This design comes from an exercise in tuning for small area on the open sky130 flow, not from production work. Function was checked by simulation only, so behaviour that the tests miss may differ from the original. No activity file was given, so power comes from the tool's default toggle rates.

==> flow/flow/run.sh <==
#!/bin/bash
# Standard ORFS layout with four changes:
# - synthesis maps the logic with an area-oriented ABC script (flow/abc_area.script) in place of
#   ORFS's speed script; everything else in synthesis is the standard one (synth_recipe.tcl);
# - port buffers use buf_1 (the default pick is a clkdlybuf4s50_1);
# - CTS inserts no dummy loads and uses larger sink clusters.
set -euo pipefail
cd "$(dirname "$0")/.."
WORK=$(pwd)
# ORFS scripts folder whose speed ABC script is replaced
mkdir -p "$WORK/scripts_abc"
for f in "$FLOW_HOME"/scripts/*; do ln -sf "$f" "$WORK/scripts_abc/"; done
rm -f "$WORK/scripts_abc/abc_speed.script"
cp "$WORK/flow/abc_area.script" "$WORK/scripts_abc/abc_speed.script"
bash standard.sh SCRIPTS_DIR="$WORK/scripts_abc" synth > synth_make.log 2>&1
CTS="-sink_clustering_enable -repair_clock_nets -dont_use_dummy_load"
CTS="$CTS -sink_clustering_size 20 -sink_clustering_max_diameter 80"
CTS="$CTS -buf_list {sky130_fd_sc_hd__clkbuf_4 sky130_fd_sc_hd__clkbuf_8 sky130_fd_sc_hd__clkbuf_16}"
bash standard.sh \
  BUFFER_PORTS_ARGS="-buffer_cell sky130_fd_sc_hd__buf_1" \
  CTS_ARGS="$CTS" \
  finish > flow_make.log 2>&1
==> flow/flow/abc_area.script <==
&get -n
&st
&dch
&nf -R 20
&st
&syn2
&dch
&nf -a -R 20
&put
topo
stime -c
==> flow/standard.sh <==
#!/bin/bash
# synth_recipe.tcl (not shown) runs the flow's synth.tcl, then flattens the netlist and writes it again
# the make line also repeats each setting of config.mk as NAME=value (left out here)
make -C /OpenROAD-flow-scripts/flow DESIGN_CONFIG=/design/flow/config.mk WORK_HOME=/design/flow/orfs CLKGATE_MAP_FILE= SYNTH_SCRIPT=/design/flow/synth_recipe.tcl "${@:-finish}"
==> flow/config.mk <==
export PLATFORM = sky130hd
export DESIGN_NAME = instruction_decode_stage
export DESIGN_NICKNAME = instruction_decode_stage
export VERILOG_FILES = /design/flow/design.v
export SDC_FILE = /design/flow/constraint.sdc
export NUM_CORES = 4
export LEC_CHECK = 0
export CAP_MARGIN = 0
export CELL_PAD_IN_SITES_DETAIL_PLACEMENT = 1
export CELL_PAD_IN_SITES_GLOBAL_PLACEMENT = 2
export CORE_MARGIN = 2
export CORE_UTILIZATION = 35
export PLACE_DENSITY = 0.5
export SETUP_SLACK_MARGIN = 0.1
export SLEW_MARGIN = 0
==> flow/constraint.sdc <==
create_clock -name core_clock -period 5.0 [get_ports {CLK}]
set_input_delay 1.0000 -clock core_clock [delete_from_list [all_inputs] [get_ports {CLK}]]
set_output_delay 1.0000 -clock core_clock [all_outputs]
set_load 0.01 [all_outputs]
==> flow/design.v <==
module instruction_decode_stage #(
  parameter int DATA_W      = 32,
  parameter int STALL_CNT_W = 16
) (
  input  logic                   CLK,
  input  logic                   RESET,
  input  logic [31:0]            IR,
  input  logic [31:0]            PC_plus4,
  input  logic                   IF_valid,
  input  logic                   flush,
  input  logic                   WB_write_enable,
  input  logic [4:0]             WB_write_reg,
  input  logic [DATA_W-1:0]      WB_write_data,
  output logic                   PC_write_enable,
  output logic                   IF_ID_write_enable,
  output logic                   ID_EX_valid,
  output logic [31:0]            ID_EX_pc_plus4,
  output logic [DATA_W-1:0]      ID_EX_read_data1,
  output logic [DATA_W-1:0]      ID_EX_read_data2,
  output logic [31:0]            ID_EX_imm,
  output logic [31:0]            ID_EX_jump_target,
  output logic [4:0]             ID_EX_rs,
  output logic [4:0]             ID_EX_rt,
  output logic [4:0]             ID_EX_rd,
  output logic [4:0]             ID_EX_shamt,
  output logic [5:0]             ID_EX_funct,
  output logic                   ID_EX_reg_dst,
  output logic                   ID_EX_alu_src,
  output logic                   ID_EX_mem_to_reg,
  output logic                   ID_EX_reg_write,
  output logic                   ID_EX_mem_read,
  output logic                   ID_EX_mem_write,
  output logic                   ID_EX_branch,
  output logic                   ID_EX_jump,
  output logic [1:0]             ID_EX_alu_op,
  output logic                   ID_EX_illegal,
  output logic [STALL_CNT_W-1:0] stall_count
);
  localparam logic [2:0] C_NONE = 3'd0;
  localparam logic [2:0] C_R    = 3'd1;
  localparam logic [2:0] C_LW   = 3'd2;
  localparam logic [2:0] C_SW   = 3'd3;
  localparam logic [2:0] C_BEQ  = 3'd4;
  localparam logic [2:0] C_ADDI = 3'd5;
  localparam logic [2:0] C_J    = 3'd6;
  localparam logic [2:0] C_ILL  = 3'd7;
  logic [DATA_W-1:0]      regs_r [1:31];
  logic [31:1]            rvalid_r;
  logic [STALL_CNT_W-1:0] stall_count_r;
  logic [31:0]            pc_r;
  logic [25:0]            ir_r;
  logic [2:0]             cls_r;
  logic [4:0]             rs_s;
  logic [4:0]             rt_s;
  logic [2:0]             cls_s;
  logic                   uses_rt_s;
  logic                   load_use_s;
  logic                   bubble_s;
  logic [31:1]            wsel_s;
  assign rs_s = IR[25:21];
  assign rt_s = IR[20:16];
  always_comb begin
    case (IR[31:26])
      6'b000000: cls_s = C_R;
      6'b100011: cls_s = C_LW;
      6'b101011: cls_s = C_SW;
      6'b000100: cls_s = C_BEQ;
      6'b001000: cls_s = C_ADDI;
      6'b000010: cls_s = C_J;
      default:   cls_s = C_ILL;
    endcase
  end
  assign uses_rt_s = (IR[31:26] == 6'b000000) || (IR[31:26] == 6'b101011) || (IR[31:26] == 6'b000100);
  assign load_use_s = (cls_r == C_LW) && (ir_r[20:16] != 5'd0) &&
                      ((ir_r[20:16] == rs_s) || (uses_rt_s && (ir_r[20:16] == rt_s)));
  assign bubble_s   = flush || load_use_s || !IF_valid;
  assign PC_write_enable    = !load_use_s || flush;
  assign IF_ID_write_enable = !load_use_s || flush;
  always_comb begin
    for (int i = 1; i < 32; i++) wsel_s[i] = WB_write_enable && (WB_write_reg == 5'(i));
  end
  always_ff @(posedge CLK) begin
    for (int i = 1; i < 32; i++) begin
      if (wsel_s[i]) regs_r[i] <= WB_write_data;
    end
  end
  always_ff @(posedge CLK or negedge RESET) begin
    if (!RESET) begin
      rvalid_r <= '0;
    end else begin
      rvalid_r <= rvalid_r | wsel_s;
    end
  end
  logic [31:1] sel1_s, sel2_s;
  always_comb begin
    for (int i = 1; i < 32; i++) begin
      sel1_s[i] = rvalid_r[i] && (ir_r[25:21] == 5'(i));
      sel2_s[i] = rvalid_r[i] && (ir_r[20:16] == 5'(i));
    end
  end
  always_comb begin
    ID_EX_read_data1 = '0;
    ID_EX_read_data2 = '0;
    for (int i = 1; i < 32; i++) begin
      ID_EX_read_data1 = ID_EX_read_data1 | ({DATA_W{sel1_s[i]}} & regs_r[i]);
      ID_EX_read_data2 = ID_EX_read_data2 | ({DATA_W{sel2_s[i]}} & regs_r[i]);
    end
  end
  always_ff @(posedge CLK or negedge RESET) begin
    if (!RESET) begin
      pc_r          <= '0;
      ir_r          <= '0;
      cls_r         <= C_NONE;
      stall_count_r <= '0;
    end else begin
      if (bubble_s) begin
        pc_r  <= '0;
        ir_r  <= '0;
        cls_r <= C_NONE;
      end else begin
        pc_r  <= PC_plus4;
        ir_r  <= IR[25:0];
        cls_r <= cls_s;
      end
      if (load_use_s && !flush && !(&stall_count_r)) begin
        stall_count_r <= stall_count_r + 1'b1;
      end
    end
  end
  assign ID_EX_valid       = (cls_r != C_NONE);
  assign ID_EX_pc_plus4    = pc_r;
  assign ID_EX_imm         = {{16{ir_r[15]}}, ir_r[15:0]};
  assign ID_EX_jump_target = {pc_r[31:28], ir_r, 2'b00};
  assign ID_EX_rs          = ir_r[25:21];
  assign ID_EX_rt          = ir_r[20:16];
  assign ID_EX_rd          = ir_r[15:11];
  assign ID_EX_shamt       = ir_r[10:6];
  assign ID_EX_funct       = ir_r[5:0];
  assign ID_EX_reg_dst     = (cls_r == C_R);
  assign ID_EX_alu_src     = (cls_r == C_LW) || (cls_r == C_SW) || (cls_r == C_ADDI);
  assign ID_EX_mem_to_reg  = (cls_r == C_LW);
  assign ID_EX_reg_write   = (cls_r == C_R) || (cls_r == C_LW) || (cls_r == C_ADDI);
  assign ID_EX_mem_read    = (cls_r == C_LW);
  assign ID_EX_mem_write   = (cls_r == C_SW);
  assign ID_EX_branch      = (cls_r == C_BEQ);
  assign ID_EX_jump        = (cls_r == C_J);
  assign ID_EX_alu_op      = {(cls_r == C_R), (cls_r == C_BEQ)};
  assign ID_EX_illegal     = (cls_r == C_ILL);
  assign stall_count       = stall_count_r;
endmodule
==> run notes, run 1 <==
Outcome
The flow ran to the end and the layout has no timing, DRC or antenna violations.

Worst setup path
The data required time of the critical path is roughly 4.0 ns. The kind of launch point of the worst setup path is a flip-flop. The maximum net fanout on the critical path is 16.

The endpoint kind of the worst setup timing path is a primary output. The critical path in this run is classified as flip-flop to primary output. STA puts the critical path data arrival time at 3.93 ns.

Clocking
TritonCTS built the clock tree. The insertion delay of the later-clocked pin in the worst-skew pair is 0.68 ns. The buffer depth of the longest clock path is 3. The library cell used as clock root buffer is sky130_fd_sc_hd__clkbuf_16. The H-tree was split into 3 levels. Counting every sink on the clock net gives 1100. The buffers inserted during post-CTS setup optimization is 0. The hold buffer count at CTS is 0. Buffers inserted during clock tree synthesis total 72. Clock-pin slew was measured on the worst setup and hold paths at 0.08 ns.

Logic synthesis
Among all flip-flop cells after synthesis, the most frequent one is sky130_fd_sc_hd__edfxtp_1. By area the synthesized netlist is led by sky130_fd_sc_hd__edfxtp_1, sky130_fd_sc_hd__a222oi_1, sky130_fd_sc_hd__dfrtp_1. The synthesized-area fraction occupied by and/or/nand/nor cells is 8.59%.

By area, the combinational part of the netlist is dominated by compound AO/OA/AOI/OAI gates. Of the post-synthesis cell area, the dominant cell type holds 67.7%. After synthesis, the most frequently instantiated cells are sky130_fd_sc_hd__edfxtp_1, sky130_fd_sc_hd__a222oi_1, sky130_fd_sc_hd__a22oi_1. Yosys printed 2 warnings. After Yosys synthesis, XOR and XNOR cells account for 0.358% of the synthesized area. The number of enable-type register cells in the synthesized netlist is ~1000.

The post-synthesis average cell area is 16.3 sq um. The combined area of all synthesized cells is 44000 sq um. After synthesis, the share of flip-flops with an asynchronous set or reset is 9.82%. The cell with the most instances after synthesis is sky130_fd_sc_hd__edfxtp_1. The number of register bits inferred by synthesis is 1100. In the synthesized netlist, mux cells make up 0.0256% of the area. sky130_fd_sc_hd__edfxtp_1 takes more of the synthesized area than any other cell. The sequential-to-total area share from yosys stat is roughly three quarters. In this run, distinct cell masters in the synthesized netlist total 40. Synthesis produced a netlist whose cell count is around 2700. The post-synthesis share of cell area spent on full adders, half adders and majority gates is 0.0284%. Summing the areas of all compound-gate instances in the mapped netlist gives between 15 and 20% of the synthesized area.

Global route
Summed over all layers, the global routing overflow is 0. The number of antenna violations at the first check in global routing is 11. Entering global routing, the biggest net connects between 50 and 60 pins.

The via count of the first global-routing pass came to 35300. The first global-routing pass estimated around 330000 um of wire. Global routing used between 30% and 40% of the available tracks across all layers.

Timing
The remaining max-slew budget at the tightest pin is under 10%. The count of final setup violators is 0. Setup repair after global routing could not meet its margin everywhere. The final-report max-slew violation count is 0.

The share of the clock period used by the worst path after layout is 98.6%. The post-route worst setup slack is 0.0690 ns. The worst-case hold slack is 0.385 ns. The time the final worst path needs with I/O delays and setup is roughly 4.9 ns. The transition time of the tightest slew-check pin is approximately 1.4 ns. The summed negative setup slack over all endpoints is 0 ns. The count of final hold-check violations is 0. The highest clock frequency the design can meet is 0.203 GHz. The setup skew after layout is a little over 0.03 ns.

Pwr
VDD sags by at most 0.215 mV. The leakage power of the design is 16.2 nW. The total design power is 17.0 mW. For this design the ratio of total power to cell area is 333 nW/um^2.

Finish
In the final layout, the share of cells above drive strength 1 is 11.2%. The area growth from synthesis to layout is 15.6%. At the end of the flow the core is filled with cells to between 40% and 50%. The number of nets in the layout is about 3300.

Detailed routing
Dividing the detail-routed via count by the number of cells gives 7.43. The number of design-rule violations left by the first detailed-router iteration is ~8600. The length of the first detailed-routing pass in iterations is 10. After detailed routing, the total wire length is approximately 250000 um. The via count of the routed design is approximately 36000. Once detail routing completed, the nets flagged for antenna violations numbered 0.

In the final routed layout, each cell accounts on average for 51.1 um. The number of remaining DRC errors is 0.

Placed design
The last weighted congestion value of the routability-driven placer is around 0.91. Buffers placed on the I/O ports in this run total roughly 320. The HPWL reported at the end of detailed placement is 147000 um. The worst setup slack before clock tree synthesis is 0.645 ns.

Flow run
The reported max-cap violation count is 0.

Floorplan
The floorplan step defined a core boundary enclosing 125000 sq um. In this run the core area contains between 100 and 150 standard-cell rows. From bottom edge to top edge, the die measures about 360 um. 322 I/O pins were placed. The die outline area is 129000 sq um. The initial utilization of the core area, before any placement, comes to 35.1%. The horizontal extent of the die is between 300 and 400 um.

Min path
The class of the tightest hold or removal check is primary input to asynchronous set/reset pin.
## report_power, final
group	leakage, nW	total (mW)	internal (mW)	switching, mW
combinational	5.02	0.853	0.225	0.628
clock	0.887	5.77	2.56	3.21
sequential	10.3	10.3	10.2	0.140
total	16.2	17.0	13.0	3.98
## final timing paths
kind                                                     from  cells after the start  slack, ns                       endpoint
worst max-delay path                       ir_r[18]$_DFF_PN0_                      8       0.07           ID_EX_read_data2[24]
worst min-delay path                                    RESET                      1       0.39             cls_r[2]$_DFF_PN0_
worst max register to register             ir_r[18]$_DFF_PN0_                      7       2.16             pc_r[18]$_DFF_PN0_
worst min register to register  stall_count_r[15]$_DFFE_PN0P_                      1       0.51  stall_count_r[15]$_DFFE_PN0P_
max in group asynchronous                               RESET                      2       3.64  stall_count_r[10]$_DFFE_PN0P_
min in group core_clock         stall_count_r[15]$_DFFE_PN0P_                      1       0.51  stall_count_r[15]$_DFFE_PN0P_
## cell usage in the layout (no fill, tap or decap), types with 5 or more instances in the layout
cell type,count
sky130_fd_sc_hd__buf_1,318
sky130_fd_sc_hd__clkinv_1,10
sky130_fd_sc_hd__nor3_1,8
sky130_fd_sc_hd__or4_1,20
sky130_fd_sc_hd__clkbuf_16,72
sky130_fd_sc_hd__and3_1,13
sky130_fd_sc_hd__and3_2,46
sky130_fd_sc_hd__a22o_1,51
sky130_fd_sc_hd__and3_4,16
sky130_fd_sc_hd__diode_2,5
sky130_fd_sc_hd__dfrtp_1,107
sky130_fd_sc_hd__edfxtp_1,992
sky130_fd_sc_hd__nor2b_1,11
sky130_fd_sc_hd__nor2_1,26
sky130_fd_sc_hd__or2_0,32
sky130_fd_sc_hd__a221oi_1,54
sky130_fd_sc_hd__a222oi_1,335
sky130_fd_sc_hd__xnor2_1,15
sky130_fd_sc_hd__and2_0,61
sky130_fd_sc_hd__and3b_1,7
sky130_fd_sc_hd__a211oi_1,13
sky130_fd_sc_hd__nor3b_1,5
sky130_fd_sc_hd__nor2_4,31
sky130_fd_sc_hd__buf_12,39
sky130_fd_sc_hd__nand3_1,81
sky130_fd_sc_hd__or3_1,12
sky130_fd_sc_hd__a22oi_1,318
sky130_fd_sc_hd__a21oi_1,25
sky130_fd_sc_hd__nand2_1,162
sky130_fd_sc_hd__nand4_1,135
sky130_fd_sc_hd__buf_4,149
sky130_fd_sc_hd__and4_1,18
## registers in the layout, indices dropped and copies added, names as in the netlist
register,flops
cls_r,3
pc_r,32
regs_r,992
rvalid_r,31
ir_r,26
stall_count_r,16
## area by class of cell
class / count / area, sq um
Fill cell: 12600 / 74400
Clock buffer: 72 / 1800
Tap cell: 1650 / 2060
Timing Repair Buffer: 508 / 3110
Antenna cell: 5 / 12.5
Inverter: 10 / 37.5
Multi-Input combinational cell: 1524 / 11300
Sequential cell: 1100 / 32500
## metrics by stage
stage | area, sq um | instances
after floorplan | 44000 | 2702
after global placement | 49000 | 4791
after detailed placement | 49000 | 4791
after CTS | 50800 | 4863
after global routing | 50900 | 4865
final | 50900 | 4869
## cells by family (layout without fill, tap and decap cells)
| group | after synthesis | in the layout |
|---|---|---|
| compound gates | 809 | 809 |
| xor+xnor | 18 | 18 |
| fa+ha+maj | 1 | 1 |
| buf+inv | 78 | 590 |
| flops | 1100 | 1100 |
| mux | 1 | 1 |
| other cells | 1 | 7 |
| simple gates | 693 | 693 |
## what timing repair did
item,in CTS,in global routing
resized for setup,9,8
endpoints found under the setup margin,19,21
pin swaps,0,0
## worst max-delay path, cell delays in order, from the launching register on
cell and delay (ns):
sky130_fd_sc_hd__dfrtp_1 0.55, sky130_fd_sc_hd__nor3_1 0.46, sky130_fd_sc_hd__and3_2 0.87, sky130_fd_sc_hd__buf_4 0.46
sky130_fd_sc_hd__a222oi_1 0.15, sky130_fd_sc_hd__and3_1 0.27, sky130_fd_sc_hd__nand4_1 0.08, sky130_fd_sc_hd__or3_1 0.22
sky130_fd_sc_hd__buf_1 0.18
## layer usage
metal  global-route usage [%]  share of wire (%)  up-vias
met5                        0              0.016        -
met2                     57.5                 44     3579
met1                     51.8                 38    18900
met4                     17.4                5.2        6
li1                         -                  -    13000
met3                     8.96                 12      725
==> run 2, diff against run 1 <==
--- a/flow/flow/run.sh
+++ b/flow/flow/run.sh
@@ -5,3 +5,3 @@
 # - port buffers use buf_1 (the default pick is a clkdlybuf4s50_1);
-# - CTS inserts no dummy loads and uses larger sink clusters.
+# - CTS inserts no dummy loads and uses larger sink clusters of clkbuf_16 only.
 set -euo pipefail
@@ -16,4 +16,4 @@
 CTS="-sink_clustering_enable -repair_clock_nets -dont_use_dummy_load"
-CTS="$CTS -sink_clustering_size 20 -sink_clustering_max_diameter 80"
-CTS="$CTS -buf_list {sky130_fd_sc_hd__clkbuf_4 sky130_fd_sc_hd__clkbuf_8 sky130_fd_sc_hd__clkbuf_16}"
+CTS="$CTS -sink_clustering_size 24 -sink_clustering_max_diameter 80"
+CTS="$CTS -buf_list {sky130_fd_sc_hd__clkbuf_16}"
 bash standard.sh \
--- a/flow/config.mk
+++ b/flow/config.mk
@@ -7,3 +7,3 @@
 export LEC_CHECK = 0
-export CAP_MARGIN = 0
+export CAP_MARGIN = 15
 export CELL_PAD_IN_SITES_DETAIL_PLACEMENT = 1
@@ -12,4 +12,4 @@
 export CORE_UTILIZATION = 35
-export PLACE_DENSITY = 0.5
-export SETUP_SLACK_MARGIN = 0.1
-export SLEW_MARGIN = 0
+export PLACE_DENSITY = 0.55
+export SETUP_SLACK_MARGIN = 0.15
+export SLEW_MARGIN = 10
==> run notes, run 2 <==
Outcome
Outcome: timing/DRC/antenna clean (unchanged).

Timing
The worst-case hold slack is 0.330 ns (was 0.385 ns). The transition time of the tightest slew-check pin is 1.30 ns (was 1.40 ns). The setup skew after layout is 0.0386 ns (was 0.0310 ns).

RSZ-0062 raised after global routing: true (unchanged). The highest clock frequency the design can meet is 0.202 GHz (was 0.203 GHz). The count of final hold-check violations came to 0 (unchanged). The share of the clock period used by the worst path after layout is 98.8% (was 98.6%). The remaining max-slew budget at the tightest pin is 13.1% (was 6.57%). The summed negative setup slack over all endpoints came to 0 ns (unchanged). The final-report max-slew violation count is 0 (unchanged). The count of final setup violators is 0 (unchanged). The time the final worst path needs with I/O delays and setup came to 4.94 ns (was 4.93 ns).

Logic synthesis
The synthesized-area fraction occupied by and/or/nand/nor cells was 8.59% (unchanged). The cell accounting for the most synthesized area was sky130_fd_sc_hd__edfxtp_1 (unchanged). The post-synthesis average cell area is 16.3 sq um (unchanged). The number of enable-type register cells in the synthesized netlist is 992 (unchanged). The synthesized instance count came to 2701 (unchanged). The number of different library cells in the post-synthesis netlist was 40 (unchanged). The complex-gate fraction of the synthesized area is 15.9% (unchanged). Top post-synthesis cells by area: sky130_fd_sc_hd__edfxtp_1, sky130_fd_sc_hd__a222oi_1, sky130_fd_sc_hd__dfrtp_1 (unchanged). The proportion of synthesized area in mux cells is 0.0256% (unchanged).

The parity-gate share of the synthesized area counting xor and xnor cells is 0.358% (unchanged). The main combinational cell family by area after synthesis is compound AO/OA/AOI/OAI gates (unchanged). The sequential-to-total area share from yosys stat is 73.9% (unchanged). The primary flip-flop cell chosen by synthesis mapping is sky130_fd_sc_hd__edfxtp_1 (unchanged). The number of warnings issued by yosys is 2 (unchanged). The number of register bits inferred by synthesis is 1100 (unchanged). Most frequent cells after synthesis: sky130_fd_sc_hd__edfxtp_1, sky130_fd_sc_hd__a222oi_1, sky130_fd_sc_hd__a22oi_1 (unchanged). The cell with the most instances after synthesis was sky130_fd_sc_hd__edfxtp_1 (unchanged). The combined area of all synthesized cells came to 44000 sq um (unchanged). The async set-reset flop share out of synthesis came to 9.82% (unchanged).

The fraction of post-synthesis cell area in the top cell type by area was 67.7% (unchanged). The post-synthesis share of cell area spent on full adders, half adders and majority gates is 0.0284% (unchanged).

Floorplan
The number of top-level pins was 322 (unchanged). The die span in y is 359 um (unchanged). The horizontal extent of the die is 359 um (unchanged). The starting density of the core is 35.1% (unchanged). The die outline area came to 129000 sq um (unchanged). The core region area came to 125000 sq um (unchanged). The number of core rows is 130 (unchanged).

Finish
The final design utilization is 40.4% (was 40.6%). The most common cell after layout, fill and taps aside is sky130_fd_sc_hd__edfxtp_1 (unchanged). The area growth from synthesis to layout is 15.1% (was 15.6%).

Most frequent cells in the layout: sky130_fd_sc_hd__edfxtp_1, sky130_fd_sc_hd__a222oi_1, sky130_fd_sc_hd__a22oi_1 (was sky130_fd_sc_hd__edfxtp_1, sky130_fd_sc_hd__a222oi_1, sky130_fd_sc_hd__a22oi_1, sky130_fd_sc_hd__buf_1, sky130_fd_sc_hd__nand2_1). The number of nets in the layout is 3323 (unchanged). The flip-flop count of the largest register, all copies and words added was 992 (unchanged). The top register by number of flip-flops is regs_r (unchanged).

The count of filler cells inserted in the layout is 12600 (about the same). The multi-input logic area is 11400 sq um (was 11300 sq um). The number of standard cells in the layout, taps in and fillers out is 4866 (was 4869). The area taken by flip-flops and latches came to 32500 sq um (about the same). The fraction of final layout cells sized beyond drive strength 1 was 11.6% (was 11.2%).

Largest registers: regs_r: 992 flops, pc_r: 32 flops, rvalid_r: 31 flops (unchanged).

Worst setup path
The largest stage delay on the critical path is 0.86 ns (was 0.87 ns). The data arrival time of the worst path is 3.94 ns (was 3.93 ns). The maximum net fanout on the critical path is 14 (was 16). The slowest stage cell on the critical path is sky130_fd_sc_hd__and3_2 (unchanged).

Cells along the critical path: nor3b_1, and3_2, buf_4, a222oi_1, and4_1, nand4_1, buf_1 (was nor3_1, and3_2, buf_4, a222oi_1, and3_1, nand4_1, or3_1, buf_1). The endpoint kind of the worst setup timing path is a primary output (unchanged). The category of the critical setup timing path is flip-flop to primary output (unchanged).

The data required time of the critical path is 4.00 ns (about the same). The kind of launch point of the worst setup path is a flip-flop (unchanged). The number of cells on the worst reg-to-reg path is 8 (was 7).

Pwr
The leakage power of the design is 16.2 nW (about the same). The internal power summed over all cells was 12.6 mW (was 13.0 mW). The share of total power in sequential cells is 63.1% (was 61.0%). The total design power is 16.4 mW (was 17.0 mW). The worst voltage drop across the vdd grid is 0.300 mV (was 0.215 mV).

The clock share of power came to 31.5% (was 34.0%). The combinational fraction of design power was 5.4% (was 5.0%). The power density over the cells is 324 nW/um^2 (was 333 nW/um^2). The net switching component of the power is 3.85 mW (was 3.98 mW).

The switching part of the total is 23.5% (was 23.4%).

Global route
The via count of the first global-routing pass is 35100 (was 35300). The total track usage is 37.7% (was 38.0%). The number of antenna violations at the first check in global routing is 8 (was 11). The maximum number of pins on one net before global-route repair is 49 (was 51). The total grt overflow came to 0 (unchanged). The wire length of the first global-routing pass is 325000 um (was 327000 um).

Clocking
The count of H-tree levels built during CTS came to 2 (was 3). The buffer depth of the longest clock path is 3 (unchanged). The clock tree from TritonCTS is done (unchanged). The hold buffer count at CTS is 0 (unchanged). The number of CTS-inserted buffers came to 60 (was 72).

The library cell used as clock root buffer is sky130_fd_sc_hd__clkbuf_16 (unchanged). The buffers inserted during post-CTS setup optimization is 0 (unchanged). The insertion delay of the later-clocked pin in the worst-skew pair came to 0.72 ns (was 0.68 ns). The post-CTS clock slew at the launch and capture registers of the worst setup and hold paths is 0.10 ns (was 0.08 ns). The number of clock sinks is 1100 (unchanged).

Detailed routing
The routed wirelength normalized by instance count is 51.1 um (about the same). The length of the first detailed-routing pass in iterations is 13 (was 10). The number of remaining DRC errors is 0 (unchanged). The number of design-rule violations left by the first detailed-router iteration is 10100 (was 8620). The post-detailed-route via-to-cell ratio is 7.46 (was 7.43).

The via count of the routed design came to 36300 (was 36200). The final antenna-violating net count is 0 (unchanged). The overall routed net length is 249000 um (about the same).

Placed design
The last weighted congestion value of the routability-driven placer is 0.927 (was 0.914). The HPWL reported at the end of detailed placement was 145000 um (was 147000 um). The number of I/O port buffers is 319 (unchanged). The total instance count after detailed placement is 4791 (unchanged).

Min path
The class of the tightest hold or removal check is primary input to asynchronous set/reset pin (unchanged).

Flow run
The reported max-cap violation count came to 0 (unchanged).
-- run 2: cell counts after synthesis --
Identical to the previous run, type by type.
-- run 2: metal layers --
layer / part of all wire, % / vias to the layer above / GRT usage (%)
met1: 37 / 18700 / 50.8
li1: - / 13000 / -
met4: 5.4 / 10 / 15.9
met3: 15 / 809 / 12.4
met5: 0.027 / - / 0
met2: 43 / 3821 / 56.0
-- run 2: layout make-up --
type | count | area share [%]
Multi-Input combinational cell | 1524 | 22.4
Sequential cell | 1100 | 64.2
Clock buffer | 60 | 2.96
Timing Repair Buffer | 520 | 6.28
Tap cell | 1650 | 4.08
Inverter | 10 | 0.0741
Antenna cell | 2 | 0.00988
-- run 2: cells by family (layout without fill, tap and decap cells) --
kind of cell,count (synthesis),after routing
flip-flops,1100,1100
AO/OA/AOI/OAI,809,809
AND/OR/NAND/NOR,693,693
buffers and inverters,78,590
XOR/XNOR,18,18
adder cells (fa/ha/maj),1,1
other,1,4
multiplexers,1,1
-- run 2: final timing paths --
check	startpoint	end	slack (ns)
worst max-delay path	ir_r[22]$_DFF_PN0_	ID_EX_read_data1[20]	0.06
min in group core_clock	PC_plus4[1]	pc_r[1]$_DFF_PN0_	0.48
worst max register to register	ir_r[17]$_DFF_PN0_	stall_count_r[4]$_DFFE_PN0P_	2.02
worst min register to register	stall_count_r[10]$_DFFE_PN0P_	stall_count_r[10]$_DFFE_PN0P_	0.51
max in group asynchronous	RESET	stall_count_r[13]$_DFFE_PN0P_	3.64
worst min-delay path	RESET	ir_r[18]$_DFF_PN0_	0.33
-- run 2: critical path: cells and delay by family (launching register included) --
family                 cells  cell delay [ns]
AND/OR/NAND/NOR            4             1.90
flip-flops                 1             0.50
buffers and inverters      2             0.63
AO/OA/AOI/OAI              1             0.17
-- run 2: repair_timing --
action / in CTS / in global routing
hold endpoints to repair: 0 / 0
gates cloned: 0 / 0
setup endpoints to repair: 18 / 38
resized for setup: 6 / 17
-- run 2: power groups by stage --
stage | Sequential (mW) | Combinational, mW | Clock, mW
after detailed placement | 10.5 | 0.842 | 0
final | 10.3 | 0.883 | 5.17
after floorplan | 10.5 | 0.333 | 0
after global routing | 10.4 | 0.919 | 5.45
after global placement | 10.5 | 0.831 | 0
after CTS | 10.3 | 0.844 | 5.21
-- run 2: per-stage QoR --
stage / worst slack, ns / instance area, sq um
after global placement: 0.848 / 48800
after detailed placement: 0.750 / 48900
after CTS: 0.0750 / 50400
after global routing: 0.0914 / 50600
final: 0.0593 / 50600
after floorplan: 0.776 / 44000
==> run 3, diff against run 2 <==
--- a/flow/config.mk
+++ b/flow/config.mk
@@ -7,3 +7,3 @@
 export LEC_CHECK = 0
-export CAP_MARGIN = 15
+export CAP_MARGIN = 20
 export CELL_PAD_IN_SITES_DETAIL_PLACEMENT = 1
@@ -12,3 +12,3 @@
 export CORE_UTILIZATION = 35
-export PLACE_DENSITY = 0.55
+export PLACE_DENSITY = 0.6
 export SETUP_SLACK_MARGIN = 0.15
==> run notes, run 3 <==
Timing
The share of the clock period used by the worst path after layout was 98.2% (was 98.8%). The count of final setup violators came to 0 (unchanged). The highest clock frequency the design can meet is 0.204 GHz (was 0.202 GHz). The summed negative setup slack over all endpoints was 0 ns (unchanged). RSZ-0062 raised after global routing: true (unchanged). The setup skew after layout is 0.0309 ns (was 0.0386 ns). The remaining max-slew budget at the tightest pin is 19.6% (was 13.1%). The transition time of the tightest slew-check pin is 1.21 ns (was 1.30 ns). The final-report max-slew violation count is 0 (unchanged).

The count of final hold-check violations is 0 (unchanged). The time the final worst path needs with I/O delays and setup is 4.91 ns (was 4.94 ns).

Logic synthesis
The number of warnings issued by yosys is 2 (unchanged). The primary flip-flop cell chosen by synthesis mapping is sky130_fd_sc_hd__edfxtp_1 (unchanged). The number of different library cells in the post-synthesis netlist is 40 (unchanged). The post-synthesis average cell area is 16.3 sq um (unchanged).

The number of register bits inferred by synthesis came to 1100 (unchanged). The cell with the most instances after synthesis is sky130_fd_sc_hd__edfxtp_1 (unchanged). Top post-synthesis cells by area: sky130_fd_sc_hd__edfxtp_1, sky130_fd_sc_hd__a222oi_1, sky130_fd_sc_hd__dfrtp_1 (unchanged). The cell accounting for the most synthesized area is sky130_fd_sc_hd__edfxtp_1 (unchanged).

The number of enable-type register cells in the synthesized netlist is 992 (unchanged). Most frequent cells after synthesis: sky130_fd_sc_hd__edfxtp_1, sky130_fd_sc_hd__a222oi_1, sky130_fd_sc_hd__a22oi_1 (unchanged). The sequential-to-total area share from yosys stat is 73.9% (unchanged).

The fraction of post-synthesis cell area in the top cell type by area came to 67.7% (unchanged). The combined area of all synthesized cells was 44000 sq um (unchanged). The async set-reset flop share out of synthesis is 9.82% (unchanged).

The synthesized instance count was 2701 (unchanged).

Clocking
The number of clock sinks is 1100 (unchanged). The number of CTS-inserted buffers is 61 (was 60). The post-CTS clock slew at the launch and capture registers of the worst setup and hold paths is 0.07 ns (was 0.10 ns). The count of H-tree levels built during CTS is 2 (unchanged).

The hold buffer count at CTS is 0 (unchanged). The insertion delay of the later-clocked pin in the worst-skew pair is 0.72 ns (about the same). The buffer depth of the longest clock path is 3 (unchanged). The library cell used as clock root buffer was sky130_fd_sc_hd__clkbuf_16 (unchanged).

The clock tree from TritonCTS is done (unchanged).

Detailed routing
The post-detailed-route via-to-cell ratio is 7.50 (was 7.46). The routed wirelength normalized by instance count was 49.3 um (was 51.1 um). The final antenna-violating net count is 0 (unchanged). The length of the first detailed-routing pass in iterations is 13 (unchanged).

The via count of the routed design is 36500 (was 36300). The number of remaining DRC errors is 0 (unchanged). The number of design-rule violations left by the first detailed-router iteration is 10500 (was 10100).

The overall routed net length is 240000 um (was 249000 um).

Placed design
The last weighted congestion value of the routability-driven placer came to 0.953 (was 0.927). The HPWL reported at the end of detailed placement is 138000 um (was 145000 um). The number of I/O port buffers came to 319 (unchanged).

Finish
Largest registers: regs_r: 992 flops, pc_r: 32 flops, rvalid_r: 31 flops (unchanged). The number of nets in the layout was 3326 (was 3323). Most frequent cells in the layout: sky130_fd_sc_hd__edfxtp_1, sky130_fd_sc_hd__a222oi_1, sky130_fd_sc_hd__a22oi_1 (unchanged). The area growth from synthesis to layout is 15.2% (was 15.1%).

The final design utilization is 40.5% (was 40.4%). The fraction of final layout cells sized beyond drive strength 1 was 11.5% (was 11.6%). The most common cell after layout, fill and taps aside is sky130_fd_sc_hd__edfxtp_1 (unchanged).

The top register by number of flip-flops is regs_r (unchanged). The flip-flop count of the largest register, all copies and words added is 992 (unchanged).

Floorplan
The horizontal extent of the die is 359 um (unchanged). The die outline area is 129000 sq um (unchanged). The die span in y was 359 um (unchanged). The number of core rows is 130 (unchanged). The core region area is 125000 sq um (unchanged). The number of top-level pins was 322 (unchanged). The starting density of the core is 35.1% (unchanged).

Global route
The wire length of the first global-routing pass is 315000 um (was 325000 um). The number of antenna violations at the first check in global routing is 11 (was 8). The total track usage is 36.3% (was 37.7%). The via count of the first global-routing pass came to 35100 (about the same). The total grt overflow came to 0 (unchanged). The maximum number of pins on one net before global-route repair is 73 (was 49).

Pwr
The power density over the cells is 324 nW/um^2 (about the same). The leakage power of the design is 16.2 nW (about the same). The worst voltage drop across the vdd grid is 0.278 mV (was 0.300 mV).

Outcome
Outcome: timing/DRC/antenna clean (unchanged).

Min path
The class of the tightest hold or removal check is primary input to asynchronous set/reset pin (unchanged).

Worst setup path
The data required time of the critical path is 4.00 ns (about the same). The maximum net fanout on the critical path is 18 (was 14). The largest stage delay on the critical path is 0.90 ns (was 0.86 ns). The data arrival time of the worst path is 3.91 ns (was 3.94 ns). The kind of launch point of the worst setup path was a flip-flop (unchanged). The dominant delay contributor by cell family on the critical path is simple AND/OR/NAND/NOR gates (unchanged). Cells along the critical path: nor3b_1, and3_2, buf_12, a222oi_1, nand4_1, nor2_1, nand4_1, buf_1 (was nor3b_1, and3_2, buf_4, a222oi_1, and4_1, nand4_1, buf_1). The category of the critical setup timing path is flip-flop to primary output (unchanged). In this design, the critical path's most frequently occurring cell is sky130_fd_sc_hd__nand4_1.

The endpoint kind of the worst setup timing path is a primary output (unchanged). The sum of buffers and inverters on the critical path came to 2 (unchanged). The slowest stage cell on the critical path is sky130_fd_sc_hd__and3_2 (unchanged).

Flow run
The reported max-cap violation count is 0 (unchanged).
run 3: cell counts after synthesis:
Identical to the previous run, type by type.
run 3: per-stage QoR:
step | hold slack (ns) | cell area [sq um] | setup slack [ns] | instances | total power [mW]
2_1_floorplan | 0.449 | 44000 | 0.776 | 2702 | 10.8
3_3_place_gp | 0.479 | 48800 | 0.907 | 4783 | 11.4
3_5_place_dp | 0.487 | 48800 | 0.860 | 4784 | 11.4
4_1_cts | 0.437 | 50300 | 0.132 | 4845 | 16.3
5_1_grt | 0.216 | 50700 | 0.0667 | 4868 | 16.7
6_report | 0.205 | 50700 | 0.0916 | 4871 | 16.4
run 3: path summary, 6_finish.rpt:
check | end | start | slack [ns] | cells after the start
worst max-delay path | ID_EX_read_data1[18] | ir_r[23]$_DFF_PN0_ | 0.09 | 8
worst min-delay path | stall_count_r[5]$_DFFE_PN0P_ | RESET | 0.21 | 1
worst max register to register | stall_count_r[15]$_DFFE_PN0P_ | ir_r[19]$_DFF_PN0_ | 2.10 | 7
worst min register to register | stall_count_r[10]$_DFFE_PN0P_ | stall_count_r[10]$_DFFE_PN0P_ | 0.50 | 1
min in group core_clock | ir_r[1]$_DFF_PN0_ | IR[1] | 0.47 | 2
max in group asynchronous | ir_r[19]$_DFF_PN0_ | RESET | 3.66 | 3
run 3: area by class of cell:
cell class / count / area [sq um]
inverter: 10 / 37.5
tap: 1650 / 2060
fill: 12600 / 74500
sequential: 1100 / 32500
timing repair buffer: 522 / 3220
multi-input combinational: 1524 / 11400
clock buffer: 61 / 1530
antenna: 4 / 10.0
run 3: where the power goes:
part | internal (mW) | switching (mW)
clock | 2.15 | 3.03
combinational | 0.246 | 0.641
sequential | 10.2 | 0.147
run 3: cells by family after synthesis:
| family | after synthesis | synth area share (%) |
|---|---|---|
| DFF | 1100 | 73.9 |
| AOI/OAI and AO/OA | 809 | 15.9 |
| and+or+nand+nor | 693 | 8.59 |
| buffers and inverters | 78 | 1.25 |
| xor gates and xnor gates | 18 | 0.358 |
| adders and majority gates | 1 | 0.0284 |
| other | 1 | 0.00852 |
| muxes | 1 | 0.0256 |
run 3: per-layer routing:
metal | GRT usage, % | vias up | part of all wire (%)
met5 | 0 | - | 0.046
met4 | 17.5 | 13 | 5.8
met3 | 10.8 | 801 | 15
met2 | 53.9 | 3902 | 43
met1 | 48.7 | 18800 | 36
li1 | - | 13000 | -
run 3: repair_timing:
item,CTS,global route
setup endpoints to repair,3,47
gates resized for setup,3,18
setup buffers,0,0
pin swaps,0,0
==> run 4, diff against run 3 <==
--- a/flow/config.mk
+++ b/flow/config.mk
@@ -11,3 +11,3 @@
 export CORE_MARGIN = 2
-export CORE_UTILIZATION = 35
+export CORE_UTILIZATION = 40
 export PLACE_DENSITY = 0.6
==> run notes, run 4 <==
Clocking
The number of CTS-inserted buffers was 59 (was 61). The buffers inserted during post-CTS setup optimization is 0 (unchanged). The insertion delay of the later-clocked pin in the worst-skew pair is 0.72 ns (about the same). The hold buffer count at CTS is 0 (unchanged). The buffer depth of the longest clock path is 3 (unchanged). The count of H-tree levels built during CTS is 2 (unchanged).

The post-CTS clock slew at the launch and capture registers of the worst setup and hold paths is 0.10 ns (was 0.07 ns). The number of clock sinks came to 1100 (unchanged). The library cell used as clock root buffer is sky130_fd_sc_hd__clkbuf_16 (unchanged). The clock tree from TritonCTS was done (unchanged).

Finish
The number of nets in the layout was 3321 (was 3326). The final standard cell area without fillers is 50500 sq um (was 50700 sq um). The top register by number of flip-flops is regs_r (unchanged). The count of filler cells inserted in the layout is 10700 (was 12600).

The most common cell after layout, fill and taps aside is sky130_fd_sc_hd__edfxtp_1 (unchanged). Largest registers: regs_r: 992 flops, pc_r: 32 flops, rvalid_r: 31 flops (unchanged). The fraction of final layout cells sized beyond drive strength 1 is 11.3% (was 11.5%). Most frequent cells in the layout: sky130_fd_sc_hd__edfxtp_1, sky130_fd_sc_hd__a222oi_1, sky130_fd_sc_hd__a22oi_1 (unchanged). The area taken by flip-flops and latches is 32500 sq um (about the same). The flip-flop count of the largest register, all copies and words added is 992 (unchanged). The multi-input logic area was 11300 sq um (was 11400 sq um).

The area growth from synthesis to layout came to 14.8% (was 15.2%). The final design utilization was 46.3% (was 40.5%).

Worst setup path
The end of the worst register-to-register path is stall_count_r[1]$_DFFE_PN0P_ (was stall_count_r[15]$_DFFE_PN0P_). The largest stage delay on the critical path is 0.66 ns (was 0.90 ns). The category of the critical setup timing path is flip-flop to primary output (unchanged). The kind of launch point of the worst setup path is a flip-flop (unchanged). The sum of buffers and inverters on the critical path is 2 (unchanged). The data required time of the critical path is 4.00 ns (about the same). The data arrival time of the worst path is 3.99 ns (was 3.91 ns). The slowest stage cell on the critical path is sky130_fd_sc_hd__and3_2 (unchanged). The origin of the critical flop-to-flop path was ir_r[17]$_DFF_PN0_ (was ir_r[19]$_DFF_PN0_). The maximum net fanout on the critical path came to 17 (was 18). Cells along the critical path: and2_0, and3_2, buf_4, a222oi_1, nand4_1, or3_1, buf_1 (was nor3b_1, and3_2, buf_12, a222oi_1, nand4_1, nor2_1, nand4_1, buf_1). The number of cells on the worst reg-to-reg path is 7 (unchanged). The endpoint kind of the worst setup timing path is a primary output (unchanged). The dominant delay contributor by cell family on the critical path is simple AND/OR/NAND/NOR gates (unchanged).

The internal reg-to-reg setup slack is 2.29 ns (was 2.10 ns).

Pwr
The leakage power of the design was 16.2 nW (about the same). The share of total power in sequential cells is 63.3% (was 63.0%). The internal power summed over all cells is 12.5 mW (was 12.6 mW).

The worst voltage drop across the vdd grid is 0.287 mV (was 0.278 mV). The combinational fraction of design power is 5.4% (about the same). The clock share of power is 31.3% (was 31.6%). The net switching component of the power was 3.81 mW (was 3.82 mW).

The power density over the cells came to 324 nW/um^2 (about the same). The switching part of the total is 23.3% (about the same). The total design power is 16.3 mW (was 16.4 mW).

Placed design
The cell area after placement is 48600 sq um (was 48800 sq um). The HPWL reported at the end of detailed placement is 139000 um (was 138000 um). The last weighted congestion value of the routability-driven placer is 0.977 (was 0.953).

The number of I/O port buffers is 319 (unchanged).

Floorplan
The horizontal extent of the die is 336 um (was 359 um). The number of top-level pins was 322 (unchanged). The die outline area is 113000 sq um (was 129000 sq um). The die span in y is 336 um (was 359 um).

The core region area is 109000 sq um (was 125000 sq um). The number of core rows is 121 (was 130). The starting density of the core was 40.4% (was 35.1%).

Timing
The highest clock frequency the design can meet came to 0.201 GHz (was 0.204 GHz). The transition time of the tightest slew-check pin is 1.22 ns (was 1.21 ns). The summed negative setup slack over all endpoints is 0 ns (unchanged). The setup skew after layout is 0.0431 ns (was 0.0309 ns). The time the final worst path needs with I/O delays and setup is 4.99 ns (was 4.91 ns). RSZ-0062 raised after global routing: true (unchanged). The final-report max-slew violation count came to 0 (unchanged). The remaining max-slew budget at the tightest pin came to 18.9% (was 19.6%). The count of final setup violators is 0 (unchanged).

The count of final hold-check violations came to 0 (unchanged). The share of the clock period used by the worst path after layout was 99.7% (was 98.2%).

Detailed routing
The number of design-rule violations left by the first detailed-router iteration is 9613 (was 10500). The final antenna-violating net count came to 0 (unchanged). The length of the first detailed-routing pass in iterations is 13 (unchanged). The routed wirelength normalized by instance count is 52.1 um (was 49.3 um). The overall routed net length is 241000 um (was 240000 um). The number of remaining DRC errors is 0 (unchanged). The via count of the routed design came to 36700 (was 36500). The post-detailed-route via-to-cell ratio came to 7.93 (was 7.50).

Logic synthesis
The number of register bits inferred by synthesis was 1100 (unchanged). The combined area of all synthesized cells is 44000 sq um (unchanged). The sequential-to-total area share from yosys stat was 73.9% (unchanged). The cell with the most instances after synthesis is sky130_fd_sc_hd__edfxtp_1 (unchanged). The fraction of post-synthesis cell area in the top cell type by area was 67.7% (unchanged). The synthesized instance count is 2701 (unchanged). The number of enable-type register cells in the synthesized netlist is 992 (unchanged).

The primary flip-flop cell chosen by synthesis mapping is sky130_fd_sc_hd__edfxtp_1 (unchanged). The async set-reset flop share out of synthesis is 9.82% (unchanged). The number of warnings issued by yosys is 2 (unchanged). The cell accounting for the most synthesized area is sky130_fd_sc_hd__edfxtp_1 (unchanged). The number of different library cells in the post-synthesis netlist is 40 (unchanged).

The post-synthesis average cell area came to 16.3 sq um (unchanged). Top post-synthesis cells by area: sky130_fd_sc_hd__edfxtp_1, sky130_fd_sc_hd__a222oi_1, sky130_fd_sc_hd__dfrtp_1 (unchanged). Most frequent cells after synthesis: sky130_fd_sc_hd__edfxtp_1, sky130_fd_sc_hd__a222oi_1, sky130_fd_sc_hd__a22oi_1 (unchanged).

Global route
The maximum number of pins on one net before global-route repair is 57 (was 73). The wire length of the first global-routing pass is 317000 um (was 315000 um). The via count of the first global-routing pass is 35600 (was 35100).

The total track usage was 41.8% (was 36.3%). The number of antenna violations at the first check in global routing was 10 (was 11). The total grt overflow was 0 (unchanged).

Flow run
The reported max-cap violation count is 0 (unchanged).

Outcome
Outcome: timing/DRC/antenna clean (unchanged).

Min path
The class of the tightest hold or removal check is primary input to asynchronous set/reset pin (unchanged).
## run 4: cell counts after synthesis
No cell type changed its count.
## run 4: cell type report
cell class,count,area share (%)
sequential,1100,64.4
inverter,10,0.0744
timing repair buffer,519,6.64
multi-input combinational,1524,22.5
tap,1414,3.50
antenna,6,0.0297
clock buffer,59,2.92
## run 4: layer usage
layer,global-route usage (%),up-vias,share of wire [%]
met4,20.9,8,6.2
met3,12.7,935,15
met5,0,-,0.026
li1,-,13000,-
met2,62.7,4042,43
met1,55.1,18800,36
## run 4: kinds of logic after synthesis
logic type / synth area share, %
multiplexers: 0.0256
buffers and inverters: 1.25
adder cells (fa/ha/maj): 0.0284
AND/OR/NAND/NOR: 8.59
XOR/XNOR: 0.358
AO/OA/AOI/OAI: 15.9
flip-flops: 73.9
other: 0.00852
## run 4: stage by stage
stage,std cells,setup slack [ns],hold WS [ns]
2_1_floorplan,2702,0.776,0.449
3_3_place_gp,4542,0.924,0.476
3_5_place_dp,4544,0.863,0.488
4_1_cts,4603,0.158,0.370
5_1_grt,4628,0.126,0.421
6_report,4632,0.0131,0.367
## run 4: worst reg2reg max path, stage by stage, from the launching register on
cell	delay, ns
sky130_fd_sc_hd__dfrtp_1	0.60
sky130_fd_sc_hd__clkinv_1	0.16
sky130_fd_sc_hd__a222oi_1	0.33
sky130_fd_sc_hd__nand4_1	0.16
sky130_fd_sc_hd__a211oi_1	0.23
sky130_fd_sc_hd__buf_4	0.20
sky130_fd_sc_hd__o31a_1	0.55
sky130_fd_sc_hd__mux2_1	0.38
## run 4: repair_timing
| item | 4_1_cts | 5_1_grt |
|---|---|---|
| endpoints found under the setup margin | 3 | 22 |
| endpoints found under the hold margin | 0 | 0 |
| resized for setup | 3 | 15 |
## run 4: how the worst max path moves through the flow
stage                                      end  cells past startpoint               start
after floorplan             cls_r[0]$_DFF_PN0_                      6              IR[27]
after global placement    ID_EX_read_data2[23]                      7  ir_r[18]$_DFF_PN0_
after detailed placement  ID_EX_read_data2[29]                      7  ir_r[19]$_DFF_PN0_
after CTS                 ID_EX_read_data2[11]                      7  ir_r[17]$_DFF_PN0_
after global routing       ID_EX_read_data1[5]                      7  ir_r[24]$_DFF_PN0_
final                     ID_EX_read_data1[15]                      7  ir_r[25]$_DFF_PN0_
## run 4: power groups by stage
stage               clock network (mW)  logic, mW  registers, mW
floorplan                            0      0.333           10.5
global placement                     0      0.813           10.5
detailed placement                   0      0.830           10.5
CTS                               5.10      0.830           10.3
global route                      5.35      0.917           10.3
finish                            5.11      0.883           10.3

## port drivers added, routing unchanged
The flow's constraints put no driver on any port. The routed layouts listed below were extracted and timed again, unchanged, in two steps. Step 1, drivers: a clkbuf_16 drives CLK and a buf_2 each remaining input, both assumed. Step 2 adds t to the input delays and takes it off the output delays; t is the mean of the earliest and latest rising clock arrival at the registers after step 1. Input paths then give back, and output paths get back, about the clock's delay inside the block. a / b / c = ideal / step 1 / step 2; a / b = the first two.
| run | t, ns | setup WS [ns] | clock arrival spread, ns | slew at the worst register clock pin (ns) | cell pins on the clock port's net |
|---|---|---|---|---|---|
| run 1 | 0.748 | 0.069 / -0.011 / 0.737 | 0.040 / 0.040 | 0.09 / 0.09 | 1 |
| run 2 | 0.803 | 0.059 / -0.024 / 0.779 | 0.076 / 0.077 | 0.10 / 0.10 | 1 |
| run 3 | 0.799 | 0.092 / 0.011 / 0.810 | 0.071 / 0.071 | 0.11 / 0.11 | 1 |
| run 4 | 0.797 | 0.013 / -0.072 / 0.725 | 0.082 / 0.082 | 0.11 / 0.11 | 1 |
After both steps setup and hold are still met in every run listed.
